This design comes from an exercise in tuning for small area on the open sky130 flow, not from production work.
In this exercise RTL edits were held to simulation tests only and were not proved equivalent to the original.
Power and IR drop assume default switching activity.

==> flow/design.v <==
package csa_pkg;
	localparam int PKT_BYTES = 188;
	localparam int CW_BYTES = 9;
	localparam int SCRAMBLE_HDR_IDX = 3;
	typedef logic [7:0] byte_t;
	typedef logic [1:0] scram_ctrl_t;
	typedef union packed
	{
		byte_t raw;
		struct packed
		{
			scram_ctrl_t sc;
			logic [1:0] afc;
			logic [3:0] cc;
		} f;
	} ts_hdr3_u;
endpackage
module cw_ctrl_reg
#(
	parameter int CW_BYTES = csa_pkg::CW_BYTES
)
(
	input logic clk,
	input logic rst,
	input logic cw_valid,
	input csa_pkg::byte_t cw_byte,
	output logic cw_first,
	output csa_pkg::scram_ctrl_t scram_ctrl
);
	logic [3:0] cw_idx;
	assign cw_first = cw_valid && (cw_idx == '0);
	always_ff @(posedge clk)
	begin
		if (rst)
			cw_idx <= '0;
		else if (cw_valid)
			cw_idx <= {cw_idx[2:0], !cw_idx[1] && (cw_idx[0] == cw_idx[3])};
	end
	always_ff @(posedge clk)
	begin
		if (rst)
			scram_ctrl <= '0;
		else if (cw_first)
			scram_ctrl <= {cw_byte[1], cw_byte[1] & cw_byte[0]};
	end
endmodule
module ts_pkt_buffer
#(
	parameter int PKT_BYTES = csa_pkg::PKT_BYTES
)
(
	input logic clk,
	input logic rst,
	input logic ts_valid,
	input csa_pkg::byte_t ts_byte,
	input logic rd_run,
	input logic hdr3,
	input csa_pkg::scram_ctrl_t sc,
	output csa_pkg::byte_t head
);
	localparam int G = 4;
	localparam int NG = PKT_BYTES / G;
	localparam int LAST = PKT_BYTES - G;
	csa_pkg::byte_t ring [PKT_BYTES];
	csa_pkg::byte_t dly [1:3];
	logic [3:1] pend;
	logic [1:0] phi;
	logic [1:0] phi_next;
	logic [1:0] tap;
	logic shift;
	csa_pkg::byte_t ins;
	csa_pkg::byte_t tap_byte;
	csa_pkg::scram_ctrl_t sc_d;
	always_comb
	begin
		if (pend[3])
			ins = dly[3];
		else if (pend[2])
			ins = dly[2];
		else if (pend[1])
			ins = dly[1];
		else
			ins = ts_byte;
	end
	assign shift = (phi == 2'd0) && (ts_valid || (|pend) || rd_run);
	assign phi_next = shift ? phi : phi + 2'd1;
	always_ff @(posedge clk)
	begin
		ring[0] <= shift ? ins : ring[G-1];
		for (int g = 1; g < NG; g++)
			ring[G*g] <= shift ? ring[G*g-1] : ring[G*g+G-1];
		for (int g = 0; g < NG; g++)
			for (int j = 1; j < G; j++)
				ring[G*g+j] <= ring[G*g+j-1];
	end
	always_ff @(posedge clk)
	begin
		dly[1] <= ts_byte;
		dly[2] <= dly[1];
		dly[3] <= dly[2];
		sc_d <= sc;
	end
	always_ff @(posedge clk)
	begin
		if (rst)
		begin
			phi <= '0;
			pend <= '0;
		end
		else
		begin
			phi <= phi_next;
			pend[1] <= ts_valid && !(shift && !(|pend));
			pend[2] <= pend[1] && !(shift && !pend[3] && !pend[2]);
			pend[3] <= pend[2] && !(shift && !pend[3]);
		end
	end
	always_ff @(posedge clk)
	begin
		if (!rd_run)
			tap <= phi_next + 2'd3;
	end
	always_comb
	begin
		case (tap)
			2'd0: tap_byte = ring[LAST];
			2'd1: tap_byte = ring[LAST+1];
			2'd2: tap_byte = ring[LAST+2];
			default: tap_byte = ring[LAST+3];
		endcase
	end
	always_comb
	begin
		head = tap_byte;
		if (hdr3 && sc_d[1])
			head[7:6] = sc_d;
	end
endmodule
module ts_readout
#(
	parameter int PKT_BYTES = csa_pkg::PKT_BYTES
)
(
	input logic clk,
	input logic rst,
	input logic ts_valid,
	output logic hdr3,
	output logic pkt_valid,
	output logic finish_pkt
);
	localparam logic [8:0] RX_BASE = 9'(512 - (PKT_BYTES + 192));	 
	localparam logic [8:0] BUSY_BASE = RX_BASE + 9'(PKT_BYTES);		 
	logic [8:0] cnt;
	logic busy;
	logic wrap;
	assign busy = cnt[8] && (cnt[7] || cnt[6]);
	assign wrap = &cnt;
	assign pkt_valid = busy && !wrap && (cnt[8:2] != BUSY_BASE[8:2] || (cnt[1] && cnt[0]));
	assign hdr3 = (cnt == BUSY_BASE + 9'd6);
	always_ff @(posedge clk)
	begin
		if (rst)
		begin
			cnt <= RX_BASE;
			finish_pkt <= 1'b0;
		end
		else
		begin
			finish_pkt <= wrap;
			if (ts_valid || busy)
				cnt <= (cnt + 1'b1) | (wrap ? RX_BASE : 9'd0);
		end
	end
endmodule
module frame_out_mux
(
	input logic clk,
	input logic rst,
	input logic pkt_valid,
	input csa_pkg::byte_t pkt_byte,
	input logic cnt_valid,
	input csa_pkg::byte_t cnt_byte,
	input logic pid_valid,
	input csa_pkg::byte_t pid_byte,
	input logic gbe_valid,
	input csa_pkg::byte_t gbe_byte,
	input logic port_valid,
	input csa_pkg::byte_t port_byte,
	input logic cw_valid,
	input csa_pkg::byte_t cw_byte,
	input logic cw_first,
	output logic out_valid,
	output csa_pkg::byte_t out_byte
);
	logic any_valid;
	csa_pkg::byte_t sel_byte;
	csa_pkg::byte_t cw_out;
	assign cw_out = cw_first ? {7'b0, cw_byte[1]} : cw_byte;
	assign any_valid = pkt_valid | cnt_valid | pid_valid | gbe_valid | port_valid
		| cw_valid;
	always_comb
	begin
		if (pkt_valid)
			sel_byte = pkt_byte;
		else if (cnt_valid)
			sel_byte = cnt_byte;
		else if (pid_valid)
			sel_byte = pid_byte;
		else if (gbe_valid)
			sel_byte = gbe_byte;
		else if (port_valid)
			sel_byte = port_byte;
		else
			sel_byte = cw_out;
	end
	always_ff @(posedge clk)
	begin
		if (rst)
			out_valid <= 1'b0;
		else
			out_valid <= any_valid;
	end
	always_ff @(posedge clk)
		out_byte <= sel_byte;
endmodule
module csa_frame_top
#(
	parameter int PKT_BYTES = csa_pkg::PKT_BYTES,
	parameter int CW_BYTES = csa_pkg::CW_BYTES
)
(
	input logic clk,
	input logic rst,
	input logic ts_valid,
	input csa_pkg::byte_t ts_byte,
	input logic cw_valid,
	input csa_pkg::byte_t cw_byte,
	input logic cnt_valid,
	input csa_pkg::byte_t cnt_byte,
	input logic pid_valid,
	input csa_pkg::byte_t pid_byte,
	input logic gbe_valid,
	input csa_pkg::byte_t gbe_byte,
	input logic port_valid,
	input csa_pkg::byte_t port_byte,
	output logic out_valid,
	output csa_pkg::byte_t out_byte,
	output logic finish_pkt
);
	logic hdr3;
	logic pkt_valid;
	csa_pkg::byte_t pkt_byte;
	logic cw_first;
	csa_pkg::scram_ctrl_t scram_ctrl;
	cw_ctrl_reg #(.CW_BYTES(CW_BYTES)) cw_ctrl_reg_inst
	(
		.clk(clk),
		.rst(rst),
		.cw_valid(cw_valid),
		.cw_byte(cw_byte),
		.cw_first(cw_first),
		.scram_ctrl(scram_ctrl)
	);
	ts_readout #(.PKT_BYTES(PKT_BYTES)) ts_readout_inst
	(
		.clk(clk),
		.rst(rst),
		.ts_valid(ts_valid),
		.hdr3(hdr3),
		.pkt_valid(pkt_valid),
		.finish_pkt(finish_pkt)
	);
	ts_pkt_buffer #(.PKT_BYTES(PKT_BYTES)) ts_pkt_buffer_inst
	(
		.clk(clk),
		.rst(rst),
		.ts_valid(ts_valid),
		.ts_byte(ts_byte),
		.rd_run(pkt_valid),
		.hdr3(hdr3),
		.sc(scram_ctrl),
		.head(pkt_byte)
	);
	frame_out_mux frame_out_mux_inst
	(
		.clk(clk),
		.rst(rst),
		.pkt_valid(pkt_valid),
		.pkt_byte(pkt_byte),
		.cnt_valid(cnt_valid),
		.cnt_byte(cnt_byte),
		.pid_valid(pid_valid),
		.pid_byte(pid_byte),
		.gbe_valid(gbe_valid),
		.gbe_byte(gbe_byte),
		.port_valid(port_valid),
		.port_byte(port_byte),
		.cw_valid(cw_valid),
		.cw_byte(cw_byte),
		.cw_first(cw_first),
		.out_valid(out_valid),
		.out_byte(out_byte)
	);
endmodule
clock: 5.0 ns
lec_check: 0
cap_margin: 20
core_margin: 2
core_utilization: 60
slew_margin: 20
standard.sh (not shown) runs the stock make flow with config.mk's settings and CLKGATE_MAP_FILE= SYNTH_SCRIPT=/design/flow/synth_recipe.tcl, a recipe that flattens the netlist after the stock synthesis.
==> flow/flow/run.sh <==
#!/bin/bash
# The standard ORFS layout (standard.sh) with three changes:
#  - synthesis maps the combinational logic with an area-oriented ABC
#    script (flow/abc_area.script); everything else in the synthesis,
#    including flip-flop mapping, flattening and renaming, is the standard flow's own
#  - port buffers use the smallest buffer cell
#  - CTS builds full leaf clusters of clkbuf_8 without dummy loads
# Each tool's output stays in orfs/logs; make's own output goes to
# standard.log.
set -uo pipefail
WORK=$PWD
FLOWDIR=$WORK/flow

# synth.tcl from ORFS, with the ABC call pointed at our script
sed 's|^\(\s*\)log_cmd abc {\*}$abc_args|\1lset abc_args 1 $::env(MY_ABC_SCRIPT)\n\1log_cmd abc {*}$abc_args|' \
	"$FLOW_HOME/scripts/synth.tcl" > "$WORK/my_synth.tcl"
grep -q 'MY_ABC_SCRIPT' "$WORK/my_synth.tcl" || { echo "could not patch synth.tcl"; exit 1; }
sed "s|source \$::env(SCRIPTS_DIR)/synth.tcl|source $WORK/my_synth.tcl|" \
	"$WORK/synth_recipe.tcl" > "$WORK/my_synth_recipe.tcl"
grep -q "my_synth.tcl" "$WORK/my_synth_recipe.tcl" || { echo "could not patch synth_recipe.tcl"; exit 1; }
sed "s|SYNTH_SCRIPT=[^ ]*|SYNTH_SCRIPT=$WORK/my_synth_recipe.tcl|" \
	"$WORK/standard.sh" > "$WORK/my_standard.sh"
grep -q "my_synth_recipe.tcl" "$WORK/my_standard.sh" || { echo "could not patch standard.sh"; exit 1; }

export MY_ABC_SCRIPT=$FLOWDIR/abc_area.script
export BUFFER_PORTS_ARGS="-buffer_cell sky130_fd_sc_hd__buf_1"
export CTS_ARGS="-sink_clustering_enable -repair_clock_nets -dont_use_dummy_load -buf_list sky130_fd_sc_hd__clkbuf_8 -sink_clustering_size 21 -sink_clustering_max_diameter 100"
bash "$WORK/my_standard.sh" > "$WORK/standard.log" 2>&1
==> flow/flow/abc_area.script <==
strash
dc2
dch
amap
strash
dc2
dch
amap
strash
dc2
dch
amap
strash
dch
amap
topo
stime -c
The baseline went through all stages and came out clean.
Edit:
CORE_UTILIZATION = 70   (was 60)
What happened: The new run completed without violations. Worst hold slack is worse by 0.017 ns. Clock power is about the same. Via count stays flat.
Edit:
==> flow/flow/abc_area.script (replaced) <==
strash
dc2
dch
amap
strash
dc2
dch
amap
strash
dch
amap
topo
stime -c
What happened: Power is higher by about 1.4%; worst setup slack degrades by 0.73 ns; routed wire length rises by 6.3%; via count grows by about 8%; non-clock buffer count climbs by 1; cell count is higher by about 13%; clock power is about the same; synthesized area increases by 1.4%; clock skew stays flat.

Another version of the RTL of csa_frame_top (not shown whole).
Size: roughly 66 I/O pins, roughly 46000 um^2 of cells after synthesis.
Settings: LEC_CHECK=0, CAP_MARGIN=20, CORE_MARGIN=2, CORE_UTILIZATION=70, SLEW_MARGIN=20; clock period 5.0 ns.
==> flow/flow/run.sh <==
#!/bin/bash
# The standard ORFS layout (standard.sh) with three changes:
#  - synthesis maps the combinational logic with an area-oriented ABC
#    script (flow/abc_area.script); everything else in the synthesis,
#    including flip-flop mapping, flattening and renaming, is the standard flow's own
#  - port buffers use the smallest buffer cell
#  - CTS builds full leaf clusters of clkbuf_8 without dummy loads
# Each tool's output stays in orfs/logs; make's own output goes to
# standard.log.
set -uo pipefail
WORK=$PWD
FLOWDIR=$WORK/flow

# synth.tcl from ORFS, with the ABC call pointed at our script
sed 's|^\(\s*\)log_cmd abc {\*}$abc_args|\1lset abc_args 1 $::env(MY_ABC_SCRIPT)\n\1log_cmd abc {*}$abc_args|' \
	"$FLOW_HOME/scripts/synth.tcl" > "$WORK/my_synth.tcl"
grep -q 'MY_ABC_SCRIPT' "$WORK/my_synth.tcl" || { echo "could not patch synth.tcl"; exit 1; }
sed "s|source \$::env(SCRIPTS_DIR)/synth.tcl|source $WORK/my_synth.tcl|" \
	"$WORK/synth_recipe.tcl" > "$WORK/my_synth_recipe.tcl"
grep -q "my_synth.tcl" "$WORK/my_synth_recipe.tcl" || { echo "could not patch synth_recipe.tcl"; exit 1; }
sed "s|SYNTH_SCRIPT=[^ ]*|SYNTH_SCRIPT=$WORK/my_synth_recipe.tcl|" \
	"$WORK/standard.sh" > "$WORK/my_standard.sh"
grep -q "my_synth_recipe.tcl" "$WORK/my_standard.sh" || { echo "could not patch standard.sh"; exit 1; }

export MY_ABC_SCRIPT=$FLOWDIR/abc_area.script
export BUFFER_PORTS_ARGS="-buffer_cell sky130_fd_sc_hd__buf_1"
export CTS_ARGS="-sink_clustering_enable -repair_clock_nets -dont_use_dummy_load -buf_list sky130_fd_sc_hd__clkbuf_8 -sink_clustering_size 21 -distance_between_buffers 1000 -branching_point_buffers_distance 1000 -sink_clustering_max_diameter 100"
bash "$WORK/my_standard.sh" > "$WORK/standard.log" 2>&1
==> flow/flow/abc_area.script <==
strash
dc2
dch
amap
strash
dc2
dch
amap
strash
dch
amap
topo
stime -c
The first run completed without violations.
==> next run, changes <==
--- a/flow/flow/run.sh
+++ b/flow/flow/run.sh
@@ -27 +27 @@
-export CTS_ARGS="-sink_clustering_enable -repair_clock_nets -dont_use_dummy_load -buf_list sky130_fd_sc_hd__clkbuf_8 -sink_clustering_size 21 -distance_between_buffers 1000 -branching_point_buffers_distance 1000 -sink_clustering_max_diameter 100"
+export CTS_ARGS="-sink_clustering_enable -repair_clock_nets -dont_use_dummy_load -buf_list sky130_fd_sc_hd__clkbuf_8 -sink_clustering_size 21 -sink_clustering_max_diameter 100"
- CORE_UTILIZATION: 70 -> 60
Result: Die area went up by 16%; via count is higher by 1.5%; fmax is higher by 2.4%; global-route usage went down by 1.6 points; non-clock buffer count increases by 17; cell area increases by 0.84%; setup slack improved by 0.078 ns; synthesized cell count is unchanged; clock-buffer cell count is unchanged.
==> next run, changes <==
- CORE_UTILIZATION: 60 -> 80
Now the flow ended with an error in detailed placement (3_5_place_dp). Synthesized area stays the same. Synthesized cell count stays the same.
==> next run, changes <==
- CORE_UTILIZATION: 80 -> 75
What happened:
- The changed run finished clean
- synthesized cell count does not change
- area after synthesis does not change

csa_frame_top, a different RTL version from the one above (not shown whole).
export LEC_CHECK = 0
export CAP_MARGIN = 20
export CORE_MARGIN = 2
export CORE_UTILIZATION = 60
export SLEW_MARGIN = 20
create_clock -name core_clock -period 5.0 [get_ports {clk}]
==> flow/flow/run.sh <==
#!/bin/bash
# Standard ORFS layout with two changes: port buffers use the smallest
# buffer cell, and CTS builds fuller leaf clusters without dummy loads.
set -uo pipefail
export BUFFER_PORTS_ARGS="-buffer_cell sky130_fd_sc_hd__buf_1"
export CTS_ARGS="-sink_clustering_enable -repair_clock_nets -dont_use_dummy_load -buf_list sky130_fd_sc_hd__clkbuf_8 -sink_clustering_size 22 -sink_clustering_max_diameter 100"
bash standard.sh > standard.log 2>&1
Next try:
==> flow/run.sh (new file) <==
#!/bin/bash
# synth_recipe.tcl (not shown) runs the flow's synth.tcl, then flattens the netlist and writes it again
# the make line also repeats each setting of config.mk as NAME=value (left out here)
make -C /OpenROAD-flow-scripts/flow DESIGN_CONFIG=/design/flow/config.mk WORK_HOME=/design/flow/orfs CLKGATE_MAP_FILE= SYNTH_SCRIPT=/design/flow/synth_recipe.tcl finish
CORE_UTILIZATION = 40   (was 60)
removed: flow/flow/run.sh
removed: flow/standard.sh
- The new run completed with no timing, DRC or antenna violations
- sequential share of layout area came out lower by 8.9 points
- die area came out higher by 49%
- sequential power barely changes
- synthesized cell count is unchanged
- area after synthesis stays the same
- final cell count came out higher by 25%
- global-route usage came out lower by 3.1 points
- worst hold slack gains 0.0051 ns
- final area came out higher by 11%
Next try:
CORE_UTILIZATION = 60   (was 40)
CTS_BUF_LIST = sky130_fd_sc_hd__clkbuf_16   (was not set)
CTS_CLUSTER_DIAMETER = 60   (was not set)
CTS_CLUSTER_SIZE = 32   (was not set)
After rerunning:
- synthesized cell count is unchanged
- hold slack gets better by 0.022 ns
- utilization grows by 20 points
- synthesized area is unchanged
- die area shrinks by a quarter to a third
- non-clock buffer count shrinks by 37
- combinational power came out lower by roughly a tenth
- clock skew barely changes
Next try:
==> flow/flow/run.sh (new file) <==
#!/bin/bash
# Standard ORFS layout with two changes: port buffers use the smallest
# buffer cell, and CTS builds fuller leaf clusters without dummy loads.
set -uo pipefail
export BUFFER_PORTS_ARGS="-buffer_cell sky130_fd_sc_hd__buf_1"
export CTS_ARGS="-sink_clustering_enable -repair_clock_nets -dont_use_dummy_load -buf_list sky130_fd_sc_hd__clkbuf_16 -sink_clustering_size 45 -sink_clustering_max_diameter 50"
bash standard.sh > standard.log 2>&1
==> flow/standard.sh (new file) <==
#!/bin/bash
# synth_recipe.tcl (not shown) runs the flow's synth.tcl, then flattens the netlist and writes it again
# the make line also repeats each setting of config.mk as NAME=value (left out here)
make -C /OpenROAD-flow-scripts/flow DESIGN_CONFIG=/design/flow/config.mk WORK_HOME=/design/flow/orfs CLKGATE_MAP_FILE= SYNTH_SCRIPT=/design/flow/synth_recipe.tcl "${@:-finish}"
CORE_UTILIZATION = 75   (was 60)
CTS_BUF_LIST = not set   (was sky130_fd_sc_hd__clkbuf_16)
CTS_CLUSTER_DIAMETER = not set   (was 60)
CTS_CLUSTER_SIZE = not set   (was 32)
PLACE_DENSITY = 0.85   (was not set)
removed: flow/run.sh
Result: Design area decreases by a few percent. Routed wire length goes up by well over a third. Register-to-register slack degrades by 0.31 ns. Clock power went down by roughly a tenth.
Next try:
==> flow/flow/run.sh (replaced) <==
#!/bin/bash
# Standard ORFS layout with two changes: port buffers use the smallest
# buffer cell, and CTS builds fuller leaf clusters without dummy loads.
set -uo pipefail
export BUFFER_PORTS_ARGS="-buffer_cell sky130_fd_sc_hd__buf_1"
export CTS_ARGS="-sink_clustering_enable -repair_clock_nets -dont_use_dummy_load -buf_list sky130_fd_sc_hd__clkbuf_8 -sink_clustering_size 20 -sink_clustering_max_diameter 70"
bash standard.sh > standard.log 2>&1
CORE_UTILIZATION = 60   (was 75)
PLACE_DENSITY = not set   (was 0.85)
After rerunning: Non-clock buffer count shrinks by 16. Setup slack gains 0.23 ns. Cell area falls by a few percent. Total power shrinks by roughly a tenth. Wire length shrinks by well over a third. Via count falls by roughly a tenth. Count of clock-buffer cells in the layout decreases by 8.
Next try:
==> flow/run.sh (new file) <==
#!/bin/bash
# synth_recipe.tcl (not shown) runs the flow's synth.tcl, then flattens the netlist and writes it again
# the make line also repeats each setting of config.mk as NAME=value (left out here)
make -C /OpenROAD-flow-scripts/flow DESIGN_CONFIG=/design/flow/config.mk WORK_HOME=/design/flow/orfs CLKGATE_MAP_FILE= SYNTH_SCRIPT=/design/flow/synth_recipe.tcl finish
CTS_BUF_LIST = sky130_fd_sc_hd__clkbuf_8   (was not set)
CTS_CLUSTER_DIAMETER = 50   (was not set)
CTS_CLUSTER_SIZE = 20   (was not set)
removed: flow/flow/run.sh
removed: flow/standard.sh
What happened: The changed run produced a clean layout. Clock power is higher by 54%. Die area does not change. Setup slack degrades by 0.13 ns. Power is higher by 13%.

separate check: timing with driven ports:
Ports are ideal in the flow. The routed layouts listed here were re-timed in OpenROAD. Step 1, drivers: a clkbuf_16 drives clk and a buf_2 each remaining input, both assumed. Step 2 adds t to the input delays and takes it off the output delays; t is the mean of the earliest and latest rising clock arrival at the registers after step 1. Input paths then give back, and output paths get back, about the clock's delay inside the block. a / b / c = ideal ports / drivers / drivers and shift; a / b = the first two.
run	t (ns)	setup slack, ns	latest minus earliest clock arrival (ns)	slew at the worst register clock pin (ns)	pins driven straight from the clock port
the first run of note 1	0.722	1.271 / 1.271 / 1.271	0.053 / 0.053	0.12 / 0.12	1
the second run of note 1	0.704	1.532 / 1.532 / 1.532	0.057 / 0.057	0.12 / 0.12	1
the third run of note 1	0.738	0.801 / 0.801 / 0.801	0.053 / 0.053	0.12 / 0.12	1
the first run of note 2	0.740	1.692 / 1.692 / 1.692	0.066 / 0.065	0.12 / 0.12	1
the second run of note 2	0.739	1.770 / 1.770 / 1.770	0.045 / 0.046	0.12 / 0.12	1
the fourth run of note 2	0.734	1.859 / 1.859 / 1.859	0.032 / 0.033	0.12 / 0.12	1
the first run of note 3	0.736	2.308 / 2.308 / 1.703	0.063 / 0.063	0.12 / 0.12	1
the second run of note 3	0.788	2.382 / 2.319 / 1.715	0.044 / 0.044	0.06 / 0.06	1
the third run of note 3	0.704	2.105 / 2.120 / 1.416	0.052 / 0.052	0.11 / 0.11	1
the fourth run of note 3	0.696	2.085 / 2.085 / 1.570	0.068 / 0.068	0.11 / 0.11	1
the fifth run of note 3	0.740	2.314 / 2.314 / 1.708	0.056 / 0.057	0.11 / 0.11	1
the sixth run of note 3	0.782	2.188 / 2.199 / 1.417	0.035 / 0.036	0.11 / 0.11	1
After both steps every run listed still meets setup and hold. The setup slack of the sixth run of note 3, which loses most, moves by +0.011 ns with the drivers and by -0.771 ns with both steps.
